Background: an optimization exercise with open tools, aiming at small area, a short achievable clock period and few clock cycles per item. Do not read the settings as production practice.
In this exercise RTL edits were held to simulation tests only and were not proved equivalent to the original.
Power and IR drop assume default switching activity.

File: flow/design.v
package sa_pkg;
    localparam int DATA_W   = 16;    
    localparam int EXP_W    = 8;     
    localparam int MAN_W    = 7;     
    localparam int EXP_BIAS = 127;   
    localparam int EXP_MAX  = 254;   
    typedef union packed {
        logic [DATA_W-1:0] raw;      
        struct packed {
            logic             sign;  
            logic [EXP_W-1:0] exp;   
            logic [MAN_W-1:0] man;   
        } fields;
    } fp_word_u;
endpackage
module fp_mul (
    input  sa_pkg::fp_word_u a_i,
    input  sa_pkg::fp_word_u b_i,
    output logic             sign_o,
    output logic             top_o,
    output logic [7:0]       man_o,
    output logic [7:0]       exp0_o,
    output logic             bad0_o,
    output logic             bad1_o,
    output logic             zero_o
);
    logic [7:0]       x, y;         
    logic [7:0][15:0] pp;           
    logic [5:0][15:0] s1;           
    logic [3:0][15:0] s2;
    logic [2:0][15:0] s3;
    logic [1:0][15:0] s4;
    logic [15:0]      prod;
    logic [9:0]       e0, e1;       
    function automatic logic [31:0] csa(input logic [15:0] p, input logic [15:0] q, input logic [15:0] r);
        logic [15:0] s, c;
        s = p ^ q ^ r;
        c = ((p & q) | (p & r) | (q & r)) << 1;
        csa = {c, s};
    endfunction
    always_comb begin
        x = {1'b1, a_i.fields.man};
        y = {1'b1, b_i.fields.man};
        for (int i = 0; i < 8; i++) pp[i] = y[i] ? (16'(x) << i) : 16'd0;
        s1[1:0] = csa(pp[0], pp[1], pp[2]);
        s1[3:2] = csa(pp[3], pp[4], pp[5]);
        s1[4] = pp[6];
        s1[5] = pp[7];
        s2[1:0] = csa(s1[0], s1[1], s1[2]);
        s2[3:2] = csa(s1[3], s1[4], s1[5]);
        s3[1:0] = csa(s2[0], s2[1], s2[2]);
        s3[2] = s2[3];
        s4[1:0] = csa(s3[0], s3[1], s3[2]);
        prod  = s4[0] + s4[1];
        top_o = prod[15];
        man_o = prod[14:7];
        e0 = {2'b00, a_i.fields.exp} + {2'b00, b_i.fields.exp} - 10'd127;
        e1 = {2'b00, a_i.fields.exp} + {2'b00, b_i.fields.exp} - 10'd126;
        exp0_o = e0[7:0];
        bad0_o = e0[9] || (e0 == 10'd0) || (e0 > 10'd254);
        bad1_o = e1[9] || (e1 == 10'd0) || (e1 > 10'd254);
        zero_o = (a_i.fields.exp == 8'd0) || (b_i.fields.exp == 8'd0);
        sign_o = a_i.fields.sign ^ b_i.fields.sign;
    end
endmodule
module fp_add (
    input  sa_pkg::fp_word_u a_i,       
    input  logic             b_sign_i,  
    input  logic             b_top_i,
    input  logic [7:0]       b_man_i,
    input  logic [7:0]       b_exp0_i,
    input  logic             b_bad0_i,
    input  logic             b_bad1_i,
    input  logic             b_zero_i,
    output sa_pkg::fp_word_u s_o
);
    logic [7:0] xe, ye, ye1;
    logic [6:0] xm, ym;
    logic       b_ovf;              
    logic [2:0] dxy, dyx;           
    logic [8:0] d;                  
    logic       x_big;              
    logic       near;               
    logic [7:0] y_al, x_al;         
    logic [8:0] sx, sy;             
    logic [15:0] y_word;            
    always_comb begin
        xe = a_i.fields.exp;  xm = a_i.fields.man;
        ym  = b_top_i ? b_man_i[7:1] : b_man_i[6:0];
        ye  = b_exp0_i + {7'd0, b_top_i};
        ye1 = b_exp0_i + {7'd0, b_top_i} + 8'd1;
        b_ovf = b_top_i ? b_bad1_i : b_bad0_i;
        y_word = {b_sign_i, ye, ym};
        dxy = xe[2:0] - b_exp0_i[2:0] - {2'd0, b_top_i};
        dyx = b_exp0_i[2:0] + {2'd0, b_top_i} - xe[2:0];
        d   = {1'b0, xe} - {1'b0, b_exp0_i} - {8'd0, b_top_i};
        x_big = !d[8];
        near  = (d[8:3] == 6'b000000) || ((d[8:3] == 6'b111111) && (d[2:0] != 3'd0));
        y_al = {1'b1, ym} >> dxy;
        x_al = {1'b1, xm} >> dyx;
        sx = {1'b0, 1'b1, xm} + {1'b0, y_al};
        sy = {1'b0, 1'b1, ym} + {1'b0, x_al};
        s_o.fields.sign = a_i.fields.sign;
        if (x_big) begin
            if (!near)       begin s_o.fields.exp = xe;         s_o.fields.man = xm;       end
            else if (sx[8])  begin s_o.fields.exp = xe + 8'd1;  s_o.fields.man = sx[7:1];  end
            else             begin s_o.fields.exp = xe;         s_o.fields.man = sx[6:0];  end
        end else begin
            if (!near)       begin s_o.fields.exp = ye;         s_o.fields.man = ym;       end
            else if (sy[8])  begin s_o.fields.exp = ye1;        s_o.fields.man = sy[7:1];  end
            else             begin s_o.fields.exp = ye;         s_o.fields.man = sy[6:0];  end
        end
        if ((&xe) || (b_ovf && !b_zero_i)) begin
            s_o.raw = '0;
        end else if (a_i.raw == '0) begin
            s_o.raw = b_zero_i ? 16'h0000 : y_word;
        end else if (b_zero_i) begin
            s_o = a_i;
        end else if (a_i.fields.sign != b_sign_i) begin
            s_o.raw = '0;
        end
    end
endmodule
module systolic_mm_top #(
    parameter int N = 4                      
) (
    input  logic                          clk,
    input  logic                          reset,    
    input  logic                          load_i,   
    input  logic                          start_i,  
    input  logic [N*N*sa_pkg::DATA_W-1:0] a_i,      
    input  logic [N*N*sa_pkg::DATA_W-1:0] b_i,      
    output logic [N*N*sa_pkg::DATA_W-1:0] c_o,      
    output logic                          done_o    
);
    localparam int W = sa_pkg::DATA_W;
    logic [N-1:0][N-1:0][W-1:0] a_q;         
    logic [N-1:0][N-1:0][W-1:0] b_q;         
    localparam int PW = 21;                  
    logic [N*N*PW-1:0]          p_q;
    logic [2:0]                 cnt;         
    logic                       step;
    assign step = start_i && !load_i && !done_o;
    always_ff @(posedge clk) begin
        if (load_i) begin
            for (int m = 0; m < N; m++)
                for (int s = 0; s < N; s++) begin
                    a_q[m][s] <= a_i[(m*N+s)*W +: W];
                    b_q[m][s] <= b_i[(s*N+m)*W +: W];
                end
        end else if (step) begin
            for (int m = 0; m < N; m++)
                for (int s = 0; s < N-1; s++) begin
                    a_q[m][s] <= a_q[m][s+1];
                    b_q[m][s] <= b_q[m][s+1];
                end
        end
    end
    always_ff @(posedge clk or negedge reset) begin
        if (!reset) begin
            cnt    <= '0;
            done_o <= 1'b0;
        end else if (load_i) begin
            cnt    <= '0;
            done_o <= 1'b0;
        end else if (step) begin
            cnt    <= cnt + 1'b1;
            done_o <= (cnt == 3'(N));
        end
    end
    for (genvar m = 0; m < N; m++) begin : g_row
        for (genvar k = 0; k < N; k++) begin : g_col
            logic [PW-1:0]    prod;          
            logic [PW-1:0]    pq;
            sa_pkg::fp_word_u sum;
            fp_mul u_mul (.a_i(a_q[m][0]), .b_i(b_q[k][0]),
                          .sign_o(prod[20]), .top_o(prod[19]), .man_o(prod[18:11]),
                          .exp0_o(prod[10:3]), .bad0_o(prod[2]), .bad1_o(prod[1]), .zero_o(prod[0]));
            assign pq = p_q[(m*N+k)*PW +: PW];
            fp_add u_add (.a_i(c_o[(m*N+k)*W +: W]),
                          .b_sign_i(pq[20]), .b_top_i(pq[19]), .b_man_i(pq[18:11]),
                          .b_exp0_i(pq[10:3]), .b_bad0_i(pq[2]), .b_bad1_i(pq[1]), .b_zero_i(pq[0]),
                          .s_o(sum));
            always_ff @(posedge clk) begin
                if (load_i) begin
                    p_q[(m*N+k)*PW +: PW] <= '0;
                    c_o[(m*N+k)*W +: W]   <= '0;
                end else if (step) begin
                    p_q[(m*N+k)*PW +: PW] <= prod;
                    c_o[(m*N+k)*W +: W]   <= sum.raw;
                end
            end
        end
    end
endmodule
File: flow/config.mk
export PLATFORM = sky130hd
export DESIGN_NAME = systolic_mm_top
export DESIGN_NICKNAME = systolic_mm_top
export VERILOG_FILES = /design/flow/design.v
export SDC_FILE = /design/flow/constraint.sdc
export NUM_CORES = 4
export LEC_CHECK = 0
export CAP_MARGIN = 20
export CORE_MARGIN = 2
export CORE_UTILIZATION = 40
export SLEW_MARGIN = 20
File: flow/standard.sh
#!/bin/bash
# synth_recipe.tcl (not shown) runs the flow's synth.tcl, then flattens the netlist and writes it again
# the make line also repeats each setting of config.mk as NAME=value (left out here)
make -C /OpenROAD-flow-scripts/flow DESIGN_CONFIG=/design/flow/config.mk WORK_HOME=/design/flow/orfs CLKGATE_MAP_FILE= SYNTH_SCRIPT=/design/flow/synth_recipe.tcl "${@:-finish}"
File: flow/constraint.sdc
create_clock -name core_clock -period 14.0 [get_ports {clk}]
set_input_delay 2.8000 -clock core_clock [delete_from_list [all_inputs] [get_ports {clk}]]
set_output_delay 2.8000 -clock core_clock [all_outputs]
set_load 0.01 [all_outputs]
File: flow/flow/run.sh
#!/bin/bash
set -euo pipefail
SETUP_MARGIN=${SETUP_MARGIN:-9.5}
TNS_END=${TNS_END:-5}
bash standard.sh SETUP_SLACK_MARGIN=$SETUP_MARGIN TNS_END_PERCENT=$TNS_END finish > make_finish.log 2>&1
==> results of run 1 <==
[worst max-delay path, stage by stage, from the launching register on]
cell and delay, ns:
sky130_fd_sc_hd__edfxtp_1 0.43, sky130_fd_sc_hd__buf_6 0.15, sky130_fd_sc_hd__buf_12 0.14, sky130_fd_sc_hd__and2_4 0.16, sky130_fd_sc_hd__fa_1 0.56, sky130_fd_sc_hd__inv_2 0.05, sky130_fd_sc_hd__fa_2 0.53, sky130_fd_sc_hd__inv_2 0.04
sky130_fd_sc_hd__fa_2 0.37, sky130_fd_sc_hd__ha_4 0.30, sky130_fd_sc_hd__ha_4 0.20, sky130_fd_sc_hd__and3_4 0.17, sky130_fd_sc_hd__a41oi_4 0.19, sky130_fd_sc_hd__o21ba_4 0.21, sky130_fd_sc_hd__nor2b_4 0.04, sky130_fd_sc_hd__o41a_1 0.35
sky130_fd_sc_hd__a211o_1 0.36, sky130_fd_sc_hd__a21oi_2 0.19, sky130_fd_sc_hd__xnor2_2 0.14, sky130_fd_sc_hd__o22ai_1 0.10
[flip-flops by register name (all words and copies together), names as in the netlist]
register and count:
b_q 256, done_o 1, cnt 3, p_q 336
a_q 256, c_o 256
[placed cells by master (no fill, tap or decap), types with 88 or more instances in the layout]
cell type                            n
sky130_fd_sc_hd__fa_1              612
sky130_fd_sc_hd__o22ai_1           103
sky130_fd_sc_hd__edfxtp_1          512
sky130_fd_sc_hd__and2_1            350
sky130_fd_sc_hd__ha_1             1017
sky130_fd_sc_hd__mux2_2            456
sky130_fd_sc_hd__nand4_1            88
sky130_fd_sc_hd__clkdlybuf4s50_1   717
sky130_fd_sc_hd__a21o_1            139
sky130_fd_sc_hd__a21oi_1           714
sky130_fd_sc_hd__inv_1            1292
sky130_fd_sc_hd__a31oi_1           125
sky130_fd_sc_hd__a211oi_1          242
sky130_fd_sc_hd__buf_4             513
sky130_fd_sc_hd__dfxtp_1           403
sky130_fd_sc_hd__xnor2_1           468
sky130_fd_sc_hd__dfxtp_2           144
sky130_fd_sc_hd__mux2i_1           301
sky130_fd_sc_hd__o21ai_0           603
sky130_fd_sc_hd__nor4_1            139
sky130_fd_sc_hd__nor3_1            256
sky130_fd_sc_hd__fa_2               92
sky130_fd_sc_hd__and3_1            131
sky130_fd_sc_hd__nor2b_1           101
sky130_fd_sc_hd__nand2_1          1334
sky130_fd_sc_hd__xor2_1            295
sky130_fd_sc_hd__clkbuf_16         161
sky130_fd_sc_hd__nand3_1           333
sky130_fd_sc_hd__o21a_1            130
sky130_fd_sc_hd__nor2_1            918
[repair_timing]
| action | CTS | global route |
|---|---|---|
| endpoints found under the setup margin | 1137 | 1054 |
| resized for setup | 861 | 541 |
| pin swaps | 236 | 367 |
| hold buffers | 0 | 0 |
| gates cloned | 18 | 16 |
| buffers inserted | 313 | 204 |
[path summary, 6_finish.rpt]
check | depth (start not counted) | end | slack [ns] | startpoint
min | 2 | p_q[249]$_SDFFE_PP0P_ | 0.45 | p_q[249]$_SDFFE_PP0P_
min in group asynchronous | 1 | cnt[1]$_DFFE_PN0P_ | 2.17 | reset
max in group asynchronous | 1 | cnt[2]$_DFFE_PN0P_ | 11.60 | reset
min reg2reg | 2 | p_q[249]$_SDFFE_PP0P_ | 0.45 | p_q[249]$_SDFFE_PP0P_
max reg2reg | 19 | p_q[103]$_SDFFE_PP0P_ | 9.17 | b_q[5]$_DFFE_PP_
max | 19 | p_q[103]$_SDFFE_PP0P_ | 9.17 | b_q[5]$_DFFE_PP_
[logic make-up (layout without fill, tap and decap cells)]
kind of cell,Yosys count,in the layout
buffers and inverters,1929,3062
xor gates and xnor gates,853,857
and+or+nand+nor,4227,4229
DFF,1108,1108
AOI/OAI and AO/OA,3164,3167
muxes,826,826
other,0,16
adders and majority gates,1794,1794
[layout make-up]
class                           count  area (um2)  area share (%)
Antenna cell                       16        40.0          0.0272
Clock buffer                      194        4100            2.78
Clock inverter                     66         617           0.419
Inverter                         1345        5130            3.48
Multi-Input combinational cell  10900       90400            61.4
Sequential cell                  1108       27700            18.8
Tap cell                         3958        4950            3.36
Timing Repair Buffer             1456       14300            9.74
Timing Repair inverter              1        16.3          0.0110
[per-layer routing]
metal	part of all wire (%)	vias to the layer above	wire, um
met2	44	4206	195000
met3	8.7	790	38100
li1	-	51400	-
met5	0.087	-	382
met4	4.6	58	20300
met1	42	52800	186000
[cell usage after synthesis, types with 40 or more instances]
master / instances / share of area, %
sky130_fd_sc_hd__nor3_1: 283 / 1.2
sky130_fd_sc_hd__or3_1: 95 / 0.49
sky130_fd_sc_hd__o21a_1: 132 / 0.82
sky130_fd_sc_hd__edfxtp_1: 512 / 13
sky130_fd_sc_hd__a211oi_1: 267 / 1.7
sky130_fd_sc_hd__o31ai_1: 92 / 0.57
sky130_fd_sc_hd__a22oi_1: 62 / 0.39
sky130_fd_sc_hd__a31oi_1: 136 / 0.71
sky130_fd_sc_hd__fa_1: 704 / 12
sky130_fd_sc_hd__nand2b_1: 84 / 0.44
sky130_fd_sc_hd__nor2_1: 948 / 3.0
sky130_fd_sc_hd__dfxtp_1: 592 / 9.8
sky130_fd_sc_hd__o211ai_1: 85 / 0.53
sky130_fd_sc_hd__or2_2: 58 / 0.30
sky130_fd_sc_hd__a21o_1: 139 / 0.87
sky130_fd_sc_hd__mux2_2: 463 / 4.3
sky130_fd_sc_hd__o31a_1: 40 / 0.29
sky130_fd_sc_hd__nand2_1: 1359 / 4.2
sky130_fd_sc_hd__mux2i_1: 316 / 2.6
sky130_fd_sc_hd__o21bai_1: 70 / 0.44
sky130_fd_sc_hd__a21oi_1: 798 / 3.3
sky130_fd_sc_hd__and2_1: 365 / 1.9
sky130_fd_sc_hd__nor2b_1: 112 / 0.58
sky130_fd_sc_hd__nand3_1: 335 / 1.4
sky130_fd_sc_hd__nor4_1: 144 / 0.75
sky130_fd_sc_hd__clkbuf_1: 536 / 1.7
sky130_fd_sc_hd__and3_1: 133 / 0.69
sky130_fd_sc_hd__mux4_2: 46 / 0.86
sky130_fd_sc_hd__nand4_1: 88 / 0.46
sky130_fd_sc_hd__nand3b_1: 44 / 0.27
sky130_fd_sc_hd__xor2_1: 331 / 2.4
sky130_fd_sc_hd__ha_1: 1090 / 11
sky130_fd_sc_hd__o21ai_0: 680 / 2.8
sky130_fd_sc_hd__o22ai_1: 104 / 0.54
sky130_fd_sc_hd__xnor2_1: 514 / 3.7
sky130_fd_sc_hd__inv_1: 1343 / 4.2
sky130_fd_sc_hd__a211o_1: 40 / 0.29
[power breakdown]
group	switching [mW]	internal (mW)
Sequential	0.993	4.08
Clock	1.61	2.20
Combinational	18.4	13.0
==> flow_results.org, run 1 <==
** Drt
- Number of vias after detailed routing :: 109000
- Dividing the detail-routed wire length by the instance count gives 23.1 um.
- Number of routed nets with antenna violations :: 0
- The first TritonRoute pass finished after 6 iterations.
- After detailed routing, the number of vias per cell comes to 5.75.
- DRC viols :: 0
- Total wirelength of the detailed-routed design :: 440000 um
- The detailed router finished its first iteration with 9665 violations.

** Floorplan
- Placeable core region :: 0.300 mm2
- From bottom edge to top edge, the die measures 553 um.
- Die Span X :: 553 um
- Starting density of the core :: 40.2%
- The floorplan has 201 rows.
- Total Die Area :: 0.305 mm2
- 773 I/O pins were placed.

** Synth
- Summing the areas of all xor and xnor instances in the mapped netlist gives 6.30% of the synthesized area.
- Synth unique cells :: 111
- Post-Syn Area :: 0.120 mm2
- The average instance in the mapped netlist occupies 8.66 um2.
- After synthesis, the largest family of logic cells by area is adder cells.
- For this run, the leading register cell type out of synthesis is sky130_fd_sc_hd__dfxtp_1.
- For this run, asynchronously set or reset flops after synthesis account for 0.361%.
- Count of warnings emitted by yosys :: 3
- Sequential cells were found to cover 22.7% of the synthesized design area.
- Post-Synth Adder-Cell Area :: 23.0%
- Summing the areas of all compound-gate instances in the mapped netlist gives 17.1% of the synthesized area.
- When the netlist entered floorplanning its net count stood at 16200.
- Counting flops and latches in the post-synthesis netlist gives 1108.
- Syn Inst Count :: 13900
- The portion of synthesized area spent on multiplexers is 7.83%.
- The synthesized netlist devotes 17.0% of its cell area to simple gates.
- The synthesized design contains 512 enable-type register cells.

** Clocking
- Number of buffers added by the clock tree synthesis step :: 147
- TritonCTS clock tree :: yes
- The clock passes through at most 4 buffers.
- The clock drives 1108 sinks.
- The tree is rooted in a sky130_fd_sc_hd__clkbuf_16.
- CTS H-Tree Depth :: 4
- For the worst-skew pair, the clock arrives at the later sink with an insertion delay of 0.89 ns.
- Clock transition at path regs :: 0.06 ns

** STA
- Max frequency :: 0.207 GHz
- Accumulated negative setup slack :: 0 ns
- For the pin with the worst max-slew slack, the measured transition is 1.14 ns.
- The final critical path takes up 34.5% of the cycle.
- The number of hold violations in the final report was 0.
- Setup repair after global routing could not meet its margin everywhere.
- Minimum clock period :: 4.83 ns
- Between clock sinks in the finished design, the worst skew comes to 0.116 ns.
- Slew headroom :: 21.6%
- The number of max-slew violations in the final report was 0.
- Smallest setup slack after layout :: 9.17 ns
- Setup violations remaining at the end of the flow were counted as 0.
- Hold is met by 0.453 ns.

** Pwr
- Design Power :: 40.3 mW
- In this run the power density over the cells is 274 mW/mm2.
- Peak supply drop :: 0.000128 V
- For this design the static power due to leakage is 60.9 nW.

** Setup path
- For the worst setup path, the data required time is 14.73 ns.
- In this run the worst path has a maximum fanout of 5.
- Kind of critical path :: flip-flop to flip-flop
- Launching element type of the critical path :: flip-flop
- Arrival time at the worst endpoint :: 5.56 ns
- Crit path capture type :: flip-flop

** Global routing
- The initial antenna violation count was 47.
- Global Route met1 Usage :: 36.0%
- Global routing finished with a remaining overflow of 0.
- Wire length of the first global-routing pass :: 645000 um
- Met2 demand-to-capacity share in global routing :: 43.1%
- Combined global-route utilization of all metal layers :: 27.2%
- The number of global-route vias before repair is 103000.
- GRT Max-Usage Layer :: met2
- Pin count of the biggest net entering global routing :: 149
- For this run, global-route usage on met3 was measured as 5.84%.

** Finish
- Total of fill cells in the finished design :: 28300
- Syn-to-layout area delta :: 22.3%
- After routing the design area is 0.147 mm2.
- Excluding fillers, the count of instances in the completed layout stands at 19000.
- Cells fill 49.2% of the core in the end.
- Of the cells placed in the final design, the portion with a size suffix greater than 1 is 16.2%.
- At the end of the flow, the number of nets in the layout was 17200.

** Run status
- The run finished with no timing, DRC or antenna violations.

** Placed design
- After detailed placement, the total cell area comes to 0.132 mm2.
- Routability-driven placement congestion ratio :: 0.940
- Pre-CTS WS :: 7.49 ns
- Buffers added on ports :: 772
- HPWL after detailed placement :: 319000 um
- Cell Count Post-Placement :: 18200

** Flow run
- Max-Cap Viols :: 0

** Hold path
- In this run the worst hold path is classified as flip-flop to flip-flop.
Testbench counts, summed over its fixed seeds: cycles 2,304, items 384.
==> run 2, diff against run 1 <==
--- a/flow/design.v
+++ b/flow/design.v
@@ -31,7 +31,7 @@
     logic [2:0][15:0] s3;
     logic [1:0][15:0] s4;
     logic [15:0]      prod;
-    logic [9:0]       e0, e1;       
+    logic [9:0]       e0;           
     function automatic logic [31:0] csa(input logic [15:0] p, input logic [15:0] q, input logic [15:0] r);
         logic [15:0] s, c;
         s = p ^ q ^ r;
@@ -55,10 +55,9 @@
         top_o = prod[15];
         man_o = prod[14:7];
         e0 = {2'b00, a_i.fields.exp} + {2'b00, b_i.fields.exp} - 10'd127;
-        e1 = {2'b00, a_i.fields.exp} + {2'b00, b_i.fields.exp} - 10'd126;
         exp0_o = e0[7:0];
-        bad0_o = e0[9] || (e0 == 10'd0) || (e0 > 10'd254);
-        bad1_o = e1[9] || (e1 == 10'd0) || (e1 > 10'd254);
+        bad0_o = e0[9] || (e0 == 10'd0) || (e0 >= 10'd255);
+        bad1_o = e0[9] || (e0 >= 10'd254);
         zero_o = (a_i.fields.exp == 8'd0) || (b_i.fields.exp == 8'd0);
         sign_o = a_i.fields.sign ^ b_i.fields.sign;
     end
--- a/flow/config.mk
+++ b/flow/config.mk
@@ -7,5 +7,5 @@
 export LEC_CHECK = 0
 export CAP_MARGIN = 20
 export CORE_MARGIN = 2
-export CORE_UTILIZATION = 40
+export CORE_UTILIZATION = 55
 export SLEW_MARGIN = 20
==> run 2 against run 1 <==
Effect of this change: core utilization increased by 19 points; flip-flop and latch count did not move; critical path type unchanged; first-iteration DRC count up 15%; highest routed layer unchanged; combinational power fell by 3%; non-clock buffer count increased by 4; cell area is 3.5% lower; die area down 30%; clock power barely moved; critical path depth unchanged; clock skew down 0.061 ns.
==> flow_results.org, run 2 <==
** Global routing
- The wire length of the first global-routing pass was 639000 um (-1.1%).
- The sum of overflow across all layers after global routing was 0 (unchanged).
- Initial antenna violation count :: 37 (-21%)
- The pin count of the biggest net entering global routing came to 197 (+32%).
- The number of global-route vias before repair is 105000 (+1.3%).
- The total global routing track utilization is 38.5% (+11 points).

** Synth
- The synthesis-stage register bit count was 1108 (unchanged).
- Cell accounting for the most synthesized area :: sky130_fd_sc_hd__edfxtp_1
- The per-instance average area after synthesis is 8.77 um2 (+1.3%).
- Post-Syn Area :: 0.116 mm2 (-3.5%)
- The commonest cells after synthesis are sky130_fd_sc_hd__nand2_1, sky130_fd_sc_hd__inv_1, sky130_fd_sc_hd__ha_1, sky130_fd_sc_hd__a21oi_1, sky130_fd_sc_hd__nor2_1.
- Ranked by total cell area, the synthesized netlist is headed by sky130_fd_sc_hd__edfxtp_1, sky130_fd_sc_hd__fa_1, sky130_fd_sc_hd__ha_1.
- Count of warnings emitted by yosys :: 3 (unchanged)
- Share of Yosys cell area claimed by the top area cell type :: 13.2% (+0.46 points)
- The gate count after technology mapping came to 13200 (-4.7%).
- The most common cell in the synthesized netlist is sky130_fd_sc_hd__nand2_1.
- The number of synthesized flops with an enable pin came to 512 (unchanged).
- Net count after synthesis :: 15600 (-3.9%)
- The fraction of registers with async set/reset is 0.361% (unchanged).
- The number of different library cells in the post-synthesis netlist came to 111 (unchanged).
- The most used flip-flop cell after synthesis is sky130_fd_sc_hd__dfxtp_1.
- The fraction of the yosys area taken by sequential cells is 23.5% (+0.82 points).

** Clocking
- The clock transition at the register clock pins on the worst setup and hold paths after CTS was 0.07 ns (about the same).
- Number of buffers added by the clock tree synthesis step :: 136 (-7.5%)
- The cell sitting at the root of the clock tree is a sky130_fd_sc_hd__clkbuf_16.
- Insertion delay of the later-clocked pin in the worst-skew pair :: 0.88 ns (about the same)
- Bufs on Longest Clock Path :: 3 (-1)
- Clk sinks :: 1108 (unchanged)
- The number of levels in the clock H-tree was 4 (unchanged).
- Hold-fix buffers at CTS :: 0 (unchanged)
- TritonCTS built the clock tree.

** Hold path
- Type of the most critical hold path :: flip-flop to flip-flop

** Finish
- The net count reported at finish is 16600 (-3.5%).
- The number of fill cells in the layout is 17000 (-40%).
- The number of flip-flops in the largest register came to 336 (unchanged).
- Most common cell after layout, fill and taps aside :: sky130_fd_sc_hd__nand2_1
- Fraction of layout instances using a drive strength above 1 :: 16.2% (about the same)
- Commonest cells after routing, fill and taps aside :: sky130_fd_sc_hd__nand2_1, sky130_fd_sc_hd__inv_1, sky130_fd_sc_hd__ha_1
- Syn-to-layout area delta :: 22.2% (about the same)
- The finished layout cell area is 0.142 mm2 (-3.5%).
- More flip-flops sit in one register than any other, and that register is p_q.

** Pwr
- Switching component of the power :: 20.7 mW (-1.5%)
- Internal cell power :: 18.9 mW (-2.1%)
- Peak supply drop :: 0.000232 V (+82%)
- The total power of the final layout is 39.6 mW (-1.8%).
- The static leakage came to 60.0 nW (-1.5%).
- The clock network fraction of total power was 9.6% (+0.2 points).
- Pwr per Cell Area :: 279 mW/mm2 (+1.8%)
- Switching part of the total :: 52.3% (+0.16 points)
- The relative contribution of sequential cells to total power is 13.0% (+0.4 points).
- Combinational cell fraction of total power :: 77.4% (-0.6 points)

** Placed design
- Pre-CTS WS :: 7.30 ns (-0.192 ns)
- Buffers added on ports :: 772 (unchanged)
- The area of placed instances is 0.127 mm2 (-4.0%).
- Routability-driven placement congestion ratio :: 0.991 (+5.5%)
- The final HPWL from detailed placement was 315000 um (-1.2%).

** Setup path
- The required arrival time at the worst endpoint came to 14.70 ns (-0.03 ns).
- Launching element type of the critical path :: flip-flop
- The worst setup path is captured at a flip-flop.
- The critical path in this run is classified as flip-flop to flip-flop.
- Max FO, Critical Path :: 7 (+2)
- The critical path arrival came to 5.64 ns (+0.08 ns).

** Drt
- TritonRoute pass-1 iters :: 9 (+3)
- Met2 layer wire length in the routed design :: 196000 um (+0.47%)
- The number of remaining DRC errors was 0 (unchanged).
- The sum of routed wire segments on met1 came to 168000 um (-9.7%).
- The average via count per standard cell came to 6.29 (+9.5%).
- The met3 wire length was 44400 um (+17%).
- Mean routed wirelength per cell :: 25.4 um (+9.7%)
- Number of routed nets with antenna violations :: 0 (unchanged)
- Signal routing reaches up to met5.
- DRT iter0 DRCs :: 11100 (+15%)
- Number of vias after detailed routing :: 108000 (-0.77%)
- Total wirelength of the detailed-routed design :: 437000 um (-0.59%)

** STA
- The top achievable clock speed is 0.202 GHz (-2.1%).
- The sum of negative setup slack was 0 ns (unchanged).
- Setup repair after global routing could not meet its margin everywhere.
- Slew headroom :: 18.8% (-2.8 points)
- The number of hold violations in the final report was 0 (unchanged).
- The period utilization was 35.3% (+0.76 points).
- The clock tree skew after final layout was 0.0548 ns (-0.0614 ns).
- The total of endpoints with negative setup slack in the final report was 0 (unchanged).
- The transition time at the pin with the least slew margin came to 1.22 ns (+0.0751 ns).
- Smallest setup slack after layout :: 9.06 ns (-0.106 ns)
- The number of max-slew violations in the final report is 0 (unchanged).
- WHS :: 0.462 ns (+0.00916 ns)
- Minimum clock period :: 4.94 ns (+0.106 ns)

** Floorplan
- The chip width is 464 um (-16%).
- Total Die Area :: 0.215 mm2 (-30%)
- Y dimension of the die :: 464 um (-16%)
- Number of core rows :: 168 (-16%)
- Starting density of the core :: 55.4% (+15 points)
- Ports placed on the boundary :: 773 (unchanged)
- Placeable core region :: 0.210 mm2 (-30%)

** Flow run
- Max-Cap Viols :: 0 (unchanged)

** Run status
- Result of the run :: no timing/DRC/antenna violations
-- run 2: cell count changes after synthesis, sizes merged, moves of 33 or more --
cell / previous run / this run
xnor2: 514 / 454
nor3: 284 / 251
a211oi: 267 / 185
nor2: 948 / 774
nand3: 337 / 290
xor2: 332 / 272
a31oi: 136 / 93
nand2: 1359 / 1411
-- run 2: power by group through the flow --
stage	combinational [mW]	sequential, mW	clock, mW
2_1_floorplan	19.5	4.71	0
3_5_place_dp	26.0	5.20	0
3_3_place_gp	25.5	5.18	0
5_1_grt	33.3	5.20	3.96
4_1_cts	28.3	5.11	3.83
6_report	30.6	5.16	3.80
-- run 2: cell families after synthesis --
group / count (synthesis) / share of synthesized area [%]
fa+ha+maj: 1826 / 24.2
simple gates: 3892 / 16.0
flops: 1108 / 23.5
mux: 805 / 7.91
buf+inv: 1910 / 6.19
xor+xnor: 734 / 5.64
compound gates: 2966 / 16.5
-- run 2: final cells by class --
cell class | count | area, um2 | area share, %
Tap cell | 2805 | 3510 | 2.47
Clock buffer | 163 | 3660 | 2.58
Clock inverter | 88 | 1130 | 0.795
Timing Repair Buffer | 1460 | 14800 | 10.4
Antenna cell | 29 | 72.6 | 0.0511
Inverter | 1352 | 5160 | 3.64
Multi-Input combinational cell | 10200 | 86100 | 60.6
Sequential cell | 1108 | 27600 | 19.4
-- run 2: per-layer routing --
metal,vias to the layer above,global-route usage (%)
li1,48800,-
met1,52900,48.9
met2,5602,60.9
met3,1102,8.30
met4,24,21.3
met5,-,0
-- run 2: stage by stage --
step | util (%) | instances
finish | 67.7 | 17200
global route | 67.7 | 17200
CTS | 65.9 | 17000
detailed placement | 60.6 | 16400
global placement | 60.6 | 16400
floorplan | - | 13200
-- run 2: critical path, cell delays in order, from the launching register on --
cell and delay (ns):
sky130_fd_sc_hd__edfxtp_1 0.44, sky130_fd_sc_hd__buf_6 0.17, sky130_fd_sc_hd__clkbuf_16 0.17, sky130_fd_sc_hd__and2_4 0.14, sky130_fd_sc_hd__fa_1 0.49, sky130_fd_sc_hd__inv_2 0.05, sky130_fd_sc_hd__fa_2 0.56, sky130_fd_sc_hd__inv_1 0.06
sky130_fd_sc_hd__fa_2 0.38, sky130_fd_sc_hd__ha_4 0.25, sky130_fd_sc_hd__ha_1 0.27, sky130_fd_sc_hd__and2_0 0.13, sky130_fd_sc_hd__a41o_1 0.30, sky130_fd_sc_hd__a21oi_4 0.16, sky130_fd_sc_hd__o21ai_2 0.09, sky130_fd_sc_hd__a311o_1 0.37
sky130_fd_sc_hd__a31o_4 0.27, sky130_fd_sc_hd__a21oi_2 0.17, sky130_fd_sc_hd__xnor2_2 0.19, sky130_fd_sc_hd__o22ai_1 0.13
-- run 2: worst paths after layout --
kind	startpoint	endpoint	slack, ns	cells after the start
max in group asynchronous	reset	cnt[1]$_DFFE_PN0P_	11.66	1
setup / recovery	b_q[133]$_DFFE_PP_	p_q[145]$_SDFFE_PP0P_	9.06	19
min in group asynchronous	reset	cnt[2]$_DFFE_PN0P_	2.15	1
setup reg to reg	b_q[133]$_DFFE_PP_	p_q[145]$_SDFFE_PP0P_	9.06	19
hold / removal	p_q[18]$_SDFFE_PP0P_	p_q[18]$_SDFFE_PP0P_	0.46	2
hold reg to reg	p_q[18]$_SDFFE_PP0P_	p_q[18]$_SDFFE_PP0P_	0.46	2
-- run 2: what timing repair did --
item,in CTS,in global routing
setup endpoints to repair,1303,1084
pin swaps,243,263
resized for setup,796,431
gates cloned,25,21
buffers inserted,358,174
Testbench counts of run 2, summed over its fixed seeds: cycles 2,304, items 384.
==> run 3, diff against run 2 <==
==> flow/flow/run.sh (replaced) <==
#!/bin/bash
set -euo pipefail
SETUP_MARGIN=${SETUP_MARGIN:-9.3}
TNS_END=${TNS_END:-5}
bash standard.sh SETUP_SLACK_MARGIN=$SETUP_MARGIN TNS_END_PERCENT=$TNS_END finish > make_finish.log 2>&1
==> run 3 against run 2 <==
Effect of this change: fmax down 1.0%; clock-buffer cell count grew 30; highest routed layer unchanged; register-to-register slack got worse by 0.05 ns; combinational power hardly changed; clock skew down 0.025 ns; non-clock buffer count shrank 99; cell area shrank 1.2%; still clean; critical path type unchanged; setup slack lost 0.052 ns; via count is 1.1% lower.
==> flow_results.org, run 3 <==
** Run status
- Result of the run :: no timing/DRC/antenna violations

** Global routing
- The pin count of the biggest net entering global routing was 112 (-43%).
- The global-route track usage on met1 came to 47.8% (-1.1 points).
- The met2 usage came to 58.3% (-2.5 points).
- Initial antenna violation count :: 27 (-27%)
- The number of global-route vias before repair is 102000 (-2.4%).
- Met3 Usage GRT :: 7.34% (-0.95 points)
- Combined global-route utilization of all metal layers :: 36.7% (-1.8 points)
- GRT Max-Usage Layer :: met2
- Wire length of the first global-routing pass :: 614000 um (-3.8%)
- GRT Residual Overflow :: 0 (unchanged)

** Finish
- Fraction of layout instances using a drive strength above 1 :: 14.7% (-1.5 points)
- Leaving out fill and tap cells, the most frequent cell in the layout is sky130_fd_sc_hd__nand2_1.
- Top reg by flops :: p_q
- Cell area after layout :: 0.140 mm2 (-1.2%)
- Layout Nets :: 16500 (-0.58%)
- Commonest cells after routing, fill and taps aside :: sky130_fd_sc_hd__nand2_1, sky130_fd_sc_hd__inv_1, sky130_fd_sc_hd__ha_1
- Syn-to-layout area delta :: 20.8%
- Number of flip-flops in the largest register :: 336 (unchanged)

** STA
- Max-slew violation count :: 0 (unchanged)
- Clock Skew :: 0.0302 ns (-0.0246 ns)
- Slew at the pin closest to its max-slew limit :: 1.22 ns (-0.00148 ns)
- The number of hold violations in the final report is 0 (unchanged).
- Minimum clock period :: 4.99 ns (+0.0521 ns)
- The period utilization came to 35.6% (+0.37 points).
- Accumulated negative setup slack :: 0 ns (unchanged)
- Slew headroom :: 16.8% (-2.0 points)
- Smallest setup slack after layout :: 9.01 ns (-0.0521 ns)
- RSZ-0062 raised after global routing :: true
- Count of final setup violators :: 0 (unchanged)
- The top achievable clock speed came to 0.200 GHz (-1.0%).

** Synth
- XOR/XNOR Fraction of Synth Area :: 5.64% (unchanged)
- Sequential-to-total area share from yosys stat :: 23.5% (unchanged)
- The fraction of registers with async set/reset was 0.361% (unchanged).
- The gate count after technology mapping was 13200 (unchanged).
- Synth unique cells :: 111 (unchanged)
- The total standard cell area after synthesis came to 0.116 mm2 (unchanged).
- The share of synthesized cell area in full adder, half adder and majority cells came to 24.2% (unchanged).
- By area the synthesized netlist is led by sky130_fd_sc_hd__edfxtp_1, sky130_fd_sc_hd__fa_1, sky130_fd_sc_hd__ha_1.
- The per-instance average area after synthesis is 8.77 um2 (unchanged).
- Main combinational cell family by area after synthesis :: adder cells
- The number of synthesized flops with an enable pin was 512 (unchanged).
- The post-synthesis simple-gate area fraction is 16.0% (unchanged).
- The top cell type's share of synthesized area is 13.2% (unchanged).
- Most frequent cell after synthesis :: sky130_fd_sc_hd__nand2_1
- Mux share of post-synthesis cell area :: 7.91% (unchanged)
- The synthesis-stage register bit count is 1108 (unchanged).
- The synthesized net count was 15600 (unchanged).
- For this run, the leading register cell type out of synthesis is sky130_fd_sc_hd__dfxtp_1.
- The area fraction in compound gates after synthesis came to 16.5% (unchanged).
- Cell accounting for the most synthesized area :: sky130_fd_sc_hd__edfxtp_1
- Synth cell count leaders :: sky130_fd_sc_hd__nand2_1, sky130_fd_sc_hd__inv_1, sky130_fd_sc_hd__ha_1, sky130_fd_sc_hd__a21oi_1, sky130_fd_sc_hd__nor2_1
- The number of synthesis warnings is 3 (unchanged).

** Floorplan
- The starting density of the core was 55.4% (unchanged).
- The vertical extent of the die is 464 um (unchanged).
- The die outline area came to 0.215 mm2 (unchanged).
- The number of top-level pins came to 773 (unchanged).
- The chip width was 464 um (unchanged).
- Number of core rows :: 168 (unchanged)
- Placeable core region :: 0.210 mm2 (unchanged)

** Setup path
- FF-to-FF Start :: b_q[5]$_DFFE_PP_
- By instance count, the cell type seen most on the critical path is sky130_fd_sc_hd__fa_1.
- The buffer and inverter count on the worst path came to 4 (unchanged).
- Reg-to-Reg End :: p_q[103]$_SDFFE_PP0P_
- The critical path in this run is classified as flip-flop to flip-flop.
- Max stage delay on crit path :: 0.51 ns (-0.05 ns)
- Launching element type of the critical path :: flip-flop
- The critical path goes through buf_6 > buf_12 > buf_12 > nand2_1 > fa_1 > fa_1 > fa_1 > inv_1 > ha_1 > ha_1 > and3_1 > a41o_1 > a21oi_2 > o21ai_2 > a311o_1 > a31o_2 > a21oi_2 > xnor2_2 > o22ai_1.
- Reg2reg path depth :: 19 (unchanged)
- Highest-delay cell along the critical path :: sky130_fd_sc_hd__fa_1
- Top Family by Delay on Critical Path :: adder cells
- R2R setup slack :: 9.01 ns (-0.05 ns)
- Max FO, Critical Path :: 6 (-1)
- The required arrival time at the worst endpoint was 14.67 ns (-0.03 ns).
- Arrival time at the worst endpoint :: 5.66 ns (+0.02 ns)
- The worst setup path is captured at a flip-flop.

** Pwr
- Pwr per Cell Area :: 280 mW/mm2 (+0.46%)
- Static leakage power :: 59.0 nW (-1.7%)
- Peak supply drop :: 0.000214 V (-7.5%)

** Placed design
- The area of placed instances is 0.127 mm2 (-0.30%).
- The final HPWL from detailed placement was 313000 um (-0.73%).
- The placer's final routability congestion estimate came to 0.996 (+0.41%).
- Pre-CTS WS :: 6.58 ns (-0.716 ns)
- Buffers added on ports :: 772 (unchanged)

** Drt
- The wire length per cell is 24.7 um (-2.5%).
- The count of vias placed by the detailed router is 107000 (-1.1%).
- DRC viols :: 0 (unchanged)
- The total wire length was 424000 um (-3.0%).
- Number of routed nets with antenna violations :: 0 (unchanged)
- DRT iter0 DRCs :: 11000 (-1.2%)
- The average via count per standard cell came to 6.26 (-0.56%).
- TritonRoute pass-1 iters :: 10 (+1)

** Clocking
- The number of levels in the clock H-tree is 4 (unchanged).
- Clock transition at path regs :: 0.06 ns (about the same)
- Clk sinks :: 1108 (unchanged)
- Clock root buffer master :: sky130_fd_sc_hd__clkbuf_16
- The number of buffers created by CTS came to 140 (+2.9%).
- TritonCTS clock tree :: yes
- Insertion delay of the later-clocked pin in the worst-skew pair :: 0.84 ns (-0.04 ns)
- The maximum clock insertion buffer count came to 3 (unchanged).

** Hold path
- The path class of the tightest hold or removal check is flip-flop to flip-flop.
- Endpoint of the worst hold-timing path :: p_q[207]$_SDFFE_PP0P_
- The worst hold path begins at p_q[207]$_SDFFE_PP0P_.
- The instance count along the most critical hold path came to 2 (unchanged).

** Flow run
- The number of maximum-capacitance constraint violations came to 0 (unchanged).
[run 3: stage by stage]
stage | hold WS, ns | std cells | utilization, % | power, mW
6_report | 0.462 | 17100 | 66.9 | 39.3
5_1_grt | 0.479 | 17100 | 66.9 | 42.0
4_1_cts | 0.462 | 16800 | 64.1 | 36.3
3_5_place_dp | 0.453 | 16400 | 60.4 | 31.3
3_3_place_gp | 0.443 | 16400 | 60.4 | 30.8
2_1_floorplan | 0.429 | 13200 | - | 24.0
[run 3: layer usage]
metal / share of wire [%] / routed length, um
met3: 9.5 / 40400
met5: 0.030 / 128
met2: 45 / 191000
met4: 6.0 / 25700
met1: 39 / 167000
[run 3: timing repair]
action                                 4_1_cts  5_1_grt
buffers inserted                           132      305
hold buffers                                 0        0
pin swaps                                   88      318
setup endpoints to repair                 1409     1159
endpoints found under the hold margin        0        0
resized for setup                          412      698
cloned                                       8       27
[run 3: cell families (layout without fill, tap and decap cells)]
| group | Yosys count | in the layout |
|---|---|---|
| other | 0 | 28 |
| buffers and inverters | 1910 | 2973 |
| and+or+nand+nor | 3892 | 3896 |
| adders and majority gates | 1826 | 1826 |
| AOI/OAI and AO/OA | 2966 | 2967 |
| xor gates and xnor gates | 734 | 737 |
| muxes | 805 | 805 |
| DFF | 1108 | 1108 |
[run 3: area by class of cell]
cell class	count	area, um2
Clock buffer	193	3890
Timing Repair inverter	1	17.5
Antenna cell	28	70.1
Clock inverter	66	861
Timing Repair Buffer	1361	13600
Sequential cell	1108	27500
Tap cell	2805	3510
Multi-Input combinational cell	10200	85800
Fill cell	17100	69500
Inverter	1352	5150
[run 3: power breakdown]
part | leakage [nW] | switching, mW | internal (mW)
registers | 10.1 | 1.13 | 4.05
clock network | 2.28 | 1.62 | 2.17
logic | 46.6 | 18.0 | 12.3
total | 59.0 | 20.7 | 18.6
[run 3: worst max-delay path by stage]
stage                           from                     to  cells past startpoint
2_1_floorplan  p_q[166]$_SDFFE_PP0P_  c_o[119]$_SDFFE_PP0P_                     19
3_3_place_gp                 start_i   c_o[56]$_SDFFE_PP0P_                     11
3_5_place_dp                 start_i   c_o[56]$_SDFFE_PP0P_                     11
4_1_cts           b_q[133]$_DFFE_PP_  p_q[145]$_SDFFE_PP0P_                     18
5_1_grt             b_q[5]$_DFFE_PP_  p_q[103]$_SDFFE_PP0P_                     19
6_report            b_q[5]$_DFFE_PP_  p_q[103]$_SDFFE_PP0P_                     19
[run 3: worst min-delay path, cell delays in order, from the launching register on]
cell and delay (ns):
sky130_fd_sc_hd__dfxtp_1 0.31, sky130_fd_sc_hd__nand2_1 0.05, sky130_fd_sc_hd__a21oi_1 0.05
==> run 4, diff against run 3 <==
--- a/flow/design.v
+++ b/flow/design.v
@@ -73,23 +73,35 @@
     input  logic             b_zero_i,
     output sa_pkg::fp_word_u s_o
 );
-    logic [7:0] xe, ye, ye1;
-    logic [6:0] xm, ym;
-    logic       b_ovf;              
-    logic [2:0] dxy, dyx;           
-    logic [8:0] d;                  
-    logic       x_big;              
-    logic       near;               
-    logic [7:0] y_al, x_al;         
-    logic [8:0] sx, sy;             
+    logic [7:0]  xe, ye, ye1, xe1;
+    logic [6:0]  xm, ym;
+    logic        b_ovf;             
+    logic [2:0]  dxy, dyx;          
+    logic [8:0]  d;                 
+    logic        x_big;             
+    logic        near;              
+    logic [7:0]  y_al, x_al;        
+    logic [8:0]  sx, sy;            
     logic [15:0] y_word;            
+    logic        to_zero;           
+    logic        to_y;
+    logic        to_x;
+    logic        normal;
+    logic        sel_x, sel_y, sel_xc, sel_xn, sel_yc, sel_yn;
     always_comb begin
         xe = a_i.fields.exp;  xm = a_i.fields.man;
         ym  = b_top_i ? b_man_i[7:1] : b_man_i[6:0];
         ye  = b_exp0_i + {7'd0, b_top_i};
         ye1 = b_exp0_i + {7'd0, b_top_i} + 8'd1;
+        xe1 = xe + 8'd1;
         b_ovf = b_top_i ? b_bad1_i : b_bad0_i;
         y_word = {b_sign_i, ye, ym};
+        to_zero = (&xe) || (b_ovf && !b_zero_i)
+               || ((a_i.raw == '0) && b_zero_i)
+               || ((a_i.raw != '0) && !b_zero_i && (a_i.fields.sign != b_sign_i));
+        to_y    = !to_zero && (a_i.raw == '0);
+        to_x    = !to_zero && (a_i.raw != '0) && b_zero_i;
+        normal  = !to_zero && !to_y && !to_x;
         dxy = xe[2:0] - b_exp0_i[2:0] - {2'd0, b_top_i};
         dyx = b_exp0_i[2:0] + {2'd0, b_top_i} - xe[2:0];
         d   = {1'b0, xe} - {1'b0, b_exp0_i} - {8'd0, b_top_i};
@@ -99,25 +111,18 @@
         x_al = {1'b1, xm} >> dyx;
         sx = {1'b0, 1'b1, xm} + {1'b0, y_al};
         sy = {1'b0, 1'b1, ym} + {1'b0, x_al};
-        s_o.fields.sign = a_i.fields.sign;
-        if (x_big) begin
-            if (!near)       begin s_o.fields.exp = xe;         s_o.fields.man = xm;       end
-            else if (sx[8])  begin s_o.fields.exp = xe + 8'd1;  s_o.fields.man = sx[7:1];  end
-            else             begin s_o.fields.exp = xe;         s_o.fields.man = sx[6:0];  end
-        end else begin
-            if (!near)       begin s_o.fields.exp = ye;         s_o.fields.man = ym;       end
-            else if (sy[8])  begin s_o.fields.exp = ye1;        s_o.fields.man = sy[7:1];  end
-            else             begin s_o.fields.exp = ye;         s_o.fields.man = sy[6:0];  end
-        end
-        if ((&xe) || (b_ovf && !b_zero_i)) begin
-            s_o.raw = '0;
-        end else if (a_i.raw == '0) begin
-            s_o.raw = b_zero_i ? 16'h0000 : y_word;
-        end else if (b_zero_i) begin
-            s_o = a_i;
-        end else if (a_i.fields.sign != b_sign_i) begin
-            s_o.raw = '0;
-        end
+        sel_x  = to_x || (normal && x_big && !near);
+        sel_y  = to_y || (normal && !x_big && !near);
+        sel_xc = normal && x_big && near && sx[8];
+        sel_xn = normal && x_big && near && !sx[8];
+        sel_yc = normal && !x_big && near && sy[8];
+        sel_yn = normal && !x_big && near && !sy[8];
+        s_o.raw = ({16{sel_x}}  & a_i.raw)
+                | ({16{sel_y}}  & y_word)
+                | ({16{sel_xc}} & {a_i.fields.sign, xe1, sx[7:1]})
+                | ({16{sel_xn}} & {a_i.fields.sign, xe,  sx[6:0]})
+                | ({16{sel_yc}} & {a_i.fields.sign, ye1, sy[7:1]})
+                | ({16{sel_yn}} & {a_i.fields.sign, ye,  sy[6:0]});
     end
 endmodule
 module systolic_mm_top #(
==> flow/flow/run.sh (replaced) <==
#!/bin/bash
set -euo pipefail
SETUP_MARGIN=${SETUP_MARGIN:-9.5}
TNS_END=${TNS_END:-5}
bash standard.sh SETUP_SLACK_MARGIN=$SETUP_MARGIN TNS_END_PERCENT=$TNS_END finish > make_finish.log 2>&1
==> run 4 against run 3 <==
Effect of this change: clock power about the same; global-route usage shrank 0.12 points; final cell count decreased by 4.8%; cell area decreased by 2.8%; clock skew up 0.050 ns; sequential power is 9.3% lower; power down 23%; via count shrank 5.6%; die area is 2.8% lower.
==> flow_results.org, run 4 <==
** Run status
- The flow ran to the end and the layout has no timing, DRC or antenna violations.

** STA
- The top achievable clock speed is 0.197 GHz (-1.5%).
- Slew headroom :: 10.3% (-6.5 points)
- The number of max-slew violations in the final report was 0 (unchanged).
- The least setup slack across all paths after layout was 8.94 ns (-0.0741 ns).
- Clock Skew :: 0.0797 ns (+0.0495 ns)
- Accumulated negative setup slack :: 0 ns (unchanged)
- Setup repair after global routing could not meet its margin everywhere.
- The transition time at the pin with the least slew margin was 1.31 ns (+0.0910 ns).
- Count of final setup violators :: 0 (unchanged)
- Count of endpoints failing hold in the final timing report :: 0 (unchanged)
- The shortest period the worst path allows came to 5.06 ns (+0.0741 ns).
- WHS :: 0.452 ns (-0.0101 ns)
- Post-route clock period utilization :: 36.2% (+0.53 points)

** Setup path
- Among cell families on the critical path, the largest total delay comes from adder cells.
- Highest-delay cell along the critical path :: sky130_fd_sc_hd__fa_1
- Crit path capture type :: flip-flop
- Kind of critical path :: flip-flop to flip-flop
- Launching element type of the critical path :: flip-flop
- Arrival time at the worst endpoint :: 5.77 ns (+0.11 ns)
- Cells traversed along the worst timing path :: buf_4 > and2_1 > fa_1 > inv_1 > fa_1 > fa_1 > inv_1 > ha_1 > ha_1 > nand3_1 > o41ai_4 > a21oi_2 > o21ai_1 > a41oi_2 > o21bai_1 > a21oi_1 > xnor2_2 > o22ai_1
- Among the stages of the critical path, the cell type that occurs most often is sky130_fd_sc_hd__fa_1.
- Max stage delay on crit path :: 0.53 ns (+0.02 ns)
- The largest driver fanout on the critical path is 25 (+19).
- Number of buffers and inverters on the critical path :: 3 (-1)
- The required arrival time at the worst endpoint came to 14.70 ns (+0.03 ns).

** Placed design
- The final HPWL from detailed placement was 294000 um (-6.0%).
- Routability-driven placement congestion ratio :: 0.963 (-3.2%)
- The worst setup slack after placement was 6.75 ns (+0.166 ns).
- Buffers added on ports :: 772 (unchanged)
- The area of placed instances was 0.123 mm2 (-2.6%).
- Cell Count Post-Placement :: 15600 (-4.7%)

** Synth
- The number of synthesized flops with an enable pin is 512 (unchanged).
- Area contributors post-synth :: sky130_fd_sc_hd__edfxtp_1, sky130_fd_sc_hd__fa_1, sky130_fd_sc_hd__ha_1
- Syn Inst Count :: 12500 (-5.2%)
- Post-Syn Area :: 0.113 mm2 (-2.8%)
- The synthesis-stage register bit count came to 1108 (unchanged).
- The number of synthesis warnings came to 3 (unchanged).
- The top cell type's share of synthesized area came to 13.6% (+0.38 points).
- For this run, the leading register cell type out of synthesis is sky130_fd_sc_hd__dfxtp_1.
- sky130_fd_sc_hd__inv_1 is the most common cell in the netlist.
- The fraction of the yosys area taken by sequential cells is 24.2% (+0.68 points).
- The fraction of registers with async set/reset came to 0.361% (unchanged).
- The per-instance average area after synthesis was 9.00 um2 (+2.6%).
- Synth cell count leaders :: sky130_fd_sc_hd__inv_1, sky130_fd_sc_hd__nand2_1, sky130_fd_sc_hd__ha_1, sky130_fd_sc_hd__a21oi_1, sky130_fd_sc_hd__nor2_1
- Cell accounting for the most synthesized area :: sky130_fd_sc_hd__edfxtp_1
- Synth unique cells :: 132 (+19%)
- Net count after synthesis :: 14900 (-4.5%)

** Pwr
- Design Power :: 30.1 mW (-23%)
- Pwr per Cell Area :: 220 mW/mm2 (-21%)
- The worst-case vdd ir drop was 0.000143 V (-33%).
- Static leakage power :: 57.6 nW (-2.5%)

** Flow run
- The number of maximum-capacitance constraint violations was 0 (unchanged).

** Clocking
- Clk sinks :: 1108 (unchanged)
- CTS placed an instance of sky130_fd_sc_hd__clkbuf_16 at the clock tree root.
- TritonCTS built the clock tree.
- The number of levels in the clock H-tree came to 4 (unchanged).
- The clock transition at the register clock pins on the worst setup and hold paths after CTS came to 0.06 ns (about the same).
- The number of hold-repair buffers added at the cts stage was 0 (unchanged).
- Insertion delay of the later-clocked pin in the worst-skew pair :: 0.85 ns (about the same)
- The maximum clock insertion buffer count was 3 (unchanged).
- Number of buffers added by the clock tree synthesis step :: 139 (-0.71%)

** Drt
- DRC viols :: 0 (unchanged)
- Number of vias after detailed routing :: 101000 (-5.6%)
- TritonRoute pass-1 iters :: 8 (-2)
- The wire length per cell was 24.6 um (-0.57%).
- The number of antenna-violating nets in the routed design came to 0 (unchanged).
- Routed via count divided by cell count :: 6.20 (-0.90%)
- The total wire length is 401000 um (-5.3%).
- DRT iter0 DRCs :: 9192 (-16%)

** Floorplan
- Die Span X :: 457 um (-1.4%)
- Starting density of the core :: 55.3% (-0.13 points)
- The number of top-level pins is 773 (unchanged).
- Placeable core region :: 0.204 mm2 (-2.6%)
- Y dimension of the die :: 457 um (-1.4%)
- Number of core rows :: 166 (-1.2%)
- Total Die Area :: 0.209 mm2 (-2.8%)

** Finish
- Layout Nets :: 15800 (-4.2%)
- The final instance count without filler cells came to 16300 (-4.8%).
- Syn-to-layout area delta :: 20.8% (about the same)
- Cell area after layout :: 0.136 mm2 (-2.8%)
- Counting flops per register, the top entry is p_q.
- Number of flip-flops in the largest register :: 336 (unchanged)
- The final core utilization came to 66.8% (-0.14 points).
- Most common cell after layout, fill and taps aside :: sky130_fd_sc_hd__inv_1
- Fraction of layout instances using a drive strength above 1 :: 15.7% (+1.0 points)
- The library cells used most frequently in the layout, excluding fill and tap cells, are sky130_fd_sc_hd__inv_1, sky130_fd_sc_hd__nand2_1, sky130_fd_sc_hd__ha_1.

** Global routing
- Combined global-route utilization of all metal layers :: 36.6% (-0.12 points)
- Vias in the first global route :: 98000 (-4.1%)
- Initial antenna violation count :: 43 (+59%)
- The wire length of the first global-routing pass came to 590000 um (-3.9%).
- The pin count of the biggest net entering global routing was 151 (+35%).
- GRT Residual Overflow :: 0 (unchanged)

** Hold path
- Type of the most critical hold path :: flip-flop to flip-flop
## run 4: final timing paths
check                                           start                     to  slack [ns]  cells after the start
worst max-delay path                a_q[64]$_DFFE_PP_  p_q[124]$_SDFFE_PP0P_        8.94                     18
worst min-delay path            p_q[165]$_SDFFE_PP0P_  p_q[165]$_SDFFE_PP0P_        0.45                      2
worst max register to register      a_q[64]$_DFFE_PP_  p_q[124]$_SDFFE_PP0P_        8.94                     18
worst min register to register  p_q[165]$_SDFFE_PP0P_  p_q[165]$_SDFFE_PP0P_        0.45                      2
max in group asynchronous                       reset     done_o$_DFFE_PN0P_       11.64                      1
min in group asynchronous                       reset     cnt[0]$_DFFE_PN0P_        2.19                      1
## run 4: cell families after synthesis
logic type / share of synthesized area, %
AOI/OAI and AO/OA: 15.5
xor gates and xnor gates: 6.06
adders and majority gates: 24.9
buffers and inverters: 6.16
DFF: 24.2
muxes: 7.38
and+or+nand+nor: 15.8
## run 4: cell type report
cell class / count / area, um2
sequential: 1108 / 27500
antenna: 24 / 60.1
tap: 2688 / 3360
timing repair inverter: 1 / 16.3
clock inverter: 84 / 1120
fill: 16600 / 68000
multi-input combinational: 9625 / 82800
inverter: 1312 / 5040
timing repair buffer: 1314 / 12800
clock buffer: 167 / 3720
## run 4: timing repair
item,4_1_cts,5_1_grt
endpoints found under the setup margin,1378,1060
hold endpoints to repair,0,0
cloned,11,14
buffers inserted,151,265
gates resized for setup,352,690
pin swaps,85,277
## run 4: per-layer routing
layer  routed length, um  GRT usage (%)  vias up
met5                 103              0        -
met4               22900           18.6       16
met3               38300           8.20      932
met2              182000           58.2     4469
met1              158000           46.7    49800
li1                    -              -    46000
## run 4: worst min-delay path: stages, from the launching register on
cell	delay, ns
sky130_fd_sc_hd__dfxtp_1	0.31
sky130_fd_sc_hd__nand2_1	0.05
sky130_fd_sc_hd__a21oi_1	0.05
## run 4: report_power, final
part	switching, mW	internal (mW)	total, mW
clock network	1.64	2.16	3.80
registers	0.767	3.94	4.70
logic	12.6	9.02	21.6
total	15.0	15.1	30.1
Testbench counts of run 4, summed over its fixed seeds: cycles 2,304, items 384.

static timing again, ports no longer ideal:
The flow's constraints put no driver on any port. The routed layouts listed below were extracted and timed again, unchanged, in two steps. Step 1, drivers: a clkbuf_16 drives clk and a buf_2 each remaining input, both assumed. Step 2 adds t to the input delays and takes it off the output delays; t is the mean of the earliest and latest rising clock arrival at the registers after step 1. Input paths then give back, and output paths get back, about the clock's delay inside the block. Three values: no drivers, after step 1, after step 2; two values: the first two.
run	t, ns	setup WS [ns]	latest minus earliest clock arrival (ns)
run 1	0.934	9.167 / 9.114 / 8.388	0.122 / 0.122
run 2	0.951	9.061 / 9.061 / 8.261	0.059 / 0.059
run 3	0.924	9.009 / 8.917 / 8.196	0.036 / 0.036
run 4	0.912	8.935 / 8.875 / 8.380	0.083 / 0.083
After both steps setup and hold are still met in every run listed. The setup slack of run 3, which loses most, moves by -0.092 ns with the drivers and by -0.813 ns with both steps.
